Background: an optimization exercise with open tools, aiming at small area, a short achievable clock period and few clock cycles per item. Do not read the settings as production practice. Function was checked by simulation only, so behaviour that the tests miss may differ from the original. Power figures rest on the tool's default switching activity, not on a simulated workload.

== S ==
==> module rectangle_overlay_pixel_lookup_top, before the edit <==
module rectangle_overlay_pixel_lookup_top (
    input  logic                           i_clk,
    input  logic                           i_rst_n,
    input  logic                           i_s_tvalid,
    output logic                           o_s_tready,
    input  logic [rop_pkg::S_DATA_W-1:0]   i_s_tdata,
    input  logic [0:0]                     i_s_tuser,
    output logic                           o_m_tvalid,
    input  logic                           i_m_tready,
    output logic [rop_pkg::M_DATA_W-1:0]   o_m_tdata,
    output logic [0:0]                     o_m_tuser
);
    localparam int D  = rop_pkg::OUT_DEPTH;
    localparam int N  = rop_pkg::MAX_RECTS;
    localparam int G  = 16;
    localparam int NG = N / G;
    localparam int GW = rop_pkg::GLYPH_W;
    logic                         r_ready;
    logic [rop_pkg::CNT_W-1:0]    r_count;
    logic [$clog2(D+1)-1:0]       r_out;
    logic                         r_ld, r_q, r_cv, r_gv;
    logic [31:0]                  r_rect;
    logic [rop_pkg::ROW_W-1:0]    r_row, r_nrow;
    logic [rop_pkg::COL_W-1:0]    r_col, r_ncol;
    logic [N-1:0]                 r_cov;
    logic [7:0]                   r_vgt, r_veq;
    logic [15:0]                  r_vlo;
    logic [rop_pkg::CNT_W-1:0]    w_count;
    logic [NG-1:0]                r_ghit;
    logic [NG*GW-1:0]             r_gglyph;
    logic [D-1:0]                 r_qv;
    logic [8:0]                   r_qd [0:D-1];
    logic                         w_fire, w_qfire, w_lfire, w_take;
    logic [N-1:0]                 w_cover;
    logic [N*GW-1:0]              w_glyphs;
    logic [NG-1:0]                w_ghit;
    logic [NG*GW-1:0]             w_gglyph;
    logic                         w_hit;
    logic [GW-1:0]                w_glyph;
    logic [$clog2(D+1)-1:0]       w_out;
    assign w_fire  = i_s_tvalid && r_ready;
    assign w_qfire = w_fire && i_s_tuser[0];
    assign w_lfire = w_fire && !i_s_tuser[0] && !r_count[rop_pkg::CNT_W-1];
    assign w_take  = r_qv[0] && i_m_tready;
    assign w_out   = r_out + w_qfire - w_take;
    assign w_count = i_rst_n ? r_count + w_lfire : '0;
    rop_table_ram u_tab (
        .i_clk    (i_clk),
        .i_shift  (r_ld),
        .i_rect   (r_rect),
        .i_vgt    (r_vgt),
        .i_veq    (r_veq),
        .i_vlo    (r_vlo),
        .i_row    (r_row),
        .i_nrow   (r_nrow),
        .i_col    (r_col),
        .i_ncol   (r_ncol),
        .o_cover  (w_cover),
        .o_glyphs (w_glyphs)
    );
    rop_group_sel #(.N(N), .G(G)) u_gsel (
        .i_cover  (r_cov),
        .i_glyphs (w_glyphs),
        .o_hit    (w_ghit),
        .o_glyph  (w_gglyph)
    );
    rop_final_sel #(.NG(NG)) u_fsel (
        .i_hit    (r_ghit),
        .i_glyph  (r_gglyph),
        .o_hit    (w_hit),
        .o_glyph  (w_glyph)
    );
    always_ff @(posedge i_clk) begin
        r_rect   <= i_s_tdata[31:0];
        r_row    <= i_s_tdata[36:32];
        r_nrow   <= ~i_s_tdata[36:32];
        r_col    <= i_s_tdata[43:37];
        r_ncol   <= ~i_s_tdata[43:37];
        r_cov    <= w_cover;
        r_ghit   <= w_ghit;
        r_gglyph <= w_gglyph;
        r_count  <= w_count;
        for (int k = 0; k < 8; k++) begin
            r_vgt[k] <= (w_count[7:4] > 4'(k));
            r_veq[k] <= (w_count[7:4] == 4'(k));
        end
        for (int j = 0; j < 16; j++) r_vlo[j] <= (w_count[3:0] > 4'(j));
        if (!i_rst_n) begin
            r_ready <= 1'b1;
            r_out   <= '0;
            r_ld    <= 1'b0;
            r_q     <= 1'b0;
            r_cv    <= 1'b0;
            r_gv    <= 1'b0;
        end else begin
            r_ready <= (w_out < D);
            r_out   <= w_out;
            r_ld    <= w_lfire;
            r_q     <= w_qfire;
            r_cv    <= r_q;
            r_gv    <= r_cv;
        end
    end
    logic [D:0]  w_sv;
    logic [8:0]  w_sd [0:D];
    always_comb begin
        for (int k = 0; k < D; k++) begin
            w_sv[k] = w_take ? ((k + 1 < D) ? r_qv[(k+1)%D] : 1'b0) : r_qv[k];
            w_sd[k] = w_take ? r_qd[(k+1)%D] : r_qd[k];
        end
        w_sv[D] = 1'b0;
        w_sd[D] = '0;
    end
    always_ff @(posedge i_clk) begin
        for (int k = 0; k < D; k++) begin
            if (r_gv && !w_sv[k] && (k == 0 || w_sv[(k+D-1)%D]))
                r_qd[k] <= {w_hit, w_glyph};
            else
                r_qd[k] <= w_sd[k];
        end
        if (!i_rst_n) begin
            r_qv <= '0;
        end else begin
            for (int k = 0; k < D; k++)
                r_qv[k] <= w_sv[k] || (r_gv && (k == 0 || w_sv[(k+D-1)%D]));
        end
    end
    assign o_s_tready = r_ready;
    assign o_m_tvalid = r_qv[0];
    assign o_m_tdata  = r_qd[0][7:0];
    assign o_m_tuser  = r_qd[0][8];
endmodule
clock: 6.0 ns
lec_check: 0
cap_margin: 20
core_margin: 2
core_utilization: 40
cts_cluster_diameter: 100
cts_cluster_size: 24
setup_slack_margin: 3.5
slew_margin: 20
run.sh (not shown) runs the stock make flow with config.mk's settings and CLKGATE_MAP_FILE= SYNTH_SCRIPT=/design/flow/synth_recipe.tcl, a recipe that flattens the netlist after the stock synthesis.
Testbench counts of S, summed over its fixed seeds: cycles 2,542, queries 1,600.
The inputs of R differ from those of S as listed below.
diff --git a/flow/design.v b/flow/design.v
--- a/flow/design.v
+++ b/flow/design.v
@@ -111,9 +111,9 @@
     output logic [0:0]                     o_m_tuser
 );
     localparam int D  = rop_pkg::OUT_DEPTH;
     localparam int N  = rop_pkg::MAX_RECTS;
-    localparam int G  = 16;
+    localparam int G  = 32;
     localparam int NG = N / G;
     localparam int GW = rop_pkg::GLYPH_W;
     logic                         r_ready;
     logic [rop_pkg::CNT_W-1:0]    r_count;
@@ -211,17 +211,18 @@
         w_sv[D] = 1'b0;
         w_sd[D] = '0;
     end
     always_ff @(posedge i_clk) begin
-        for (int k = 0; k < D; k++) begin
-            if (r_gv && !w_sv[k] && (k == 0 || w_sv[(k+D-1)%D]))
-                r_qd[k] <= {w_hit, w_glyph};
-            else
-                r_qd[k] <= w_sd[k];
-        end
         if (!i_rst_n) begin
-            r_qv <= '0;
+            r_qv    <= '0;
+            r_qd[0] <= '0;
         end else begin
+            for (int k = 0; k < D; k++) begin
+                if (r_gv && !w_sv[k] && (k == 0 || w_sv[(k+D-1)%D]))
+                    r_qd[k] <= {w_hit, w_glyph};
+                else
+                    r_qd[k] <= w_sd[k];
+            end
             for (int k = 0; k < D; k++)
                 r_qv[k] <= w_sv[k] || (r_gv && (k == 0 || w_sv[(k+D-1)%D]));
         end
     end
### Flow results
Re count of fill cells added during filler insertion: R and S aren't equal, and the higher value belongs to S.
Compared with S, in R power consumption saw a decrease; area fraction of clock buffers and clock inverters comparable.
Going from S to R, the clock power share was found to have gone up by 0.5 points.
R gives less shortest clock period the worst path allows after layout than S did.
Testbench counts of R, summed over its fixed seeds: cycles 2,542, queries 1,600.

-- separate check: timing with driven ports --
The flow's constraints put no driver on any port. The routed layouts listed below were extracted and timed again, unchanged, in two steps. Step 1 (the two cells are an assumption about what drives the block):
set clk [get_ports {i_clk}]
set_driving_cell -lib_cell sky130_fd_sc_hd__clkbuf_16 $clk
set_driving_cell -lib_cell sky130_fd_sc_hd__buf_2 [delete_from_list [all_inputs] $clk]
Step 2 also shifts input and output timing later by t, the mid clock arrival at the registers, as if the neighbouring blocks saw the same clock. a / b / c = no drivers / after step 1 / after step 2; a / b = the first two.
run | shift t [ns] | slack for setup (ns) | hold slack, ns | worst setup path at the end | slew at the worst register clock pin (ns)
S | 1.073 | 3.185 / 3.063 / 2.533 | 0.411 / 0.411 / 0.411 | input to register | 0.11 / 0.11
R | 1.088 | 3.401 / 3.276 / 2.518 | 0.388 / 0.388 / 0.388 | input to register | 0.10 / 0.10
After both steps setup and hold are still met in every run listed. For R, which loses most, drivers alone change the setup slack by -0.125 ns; drivers and shift together by -0.883 ns.
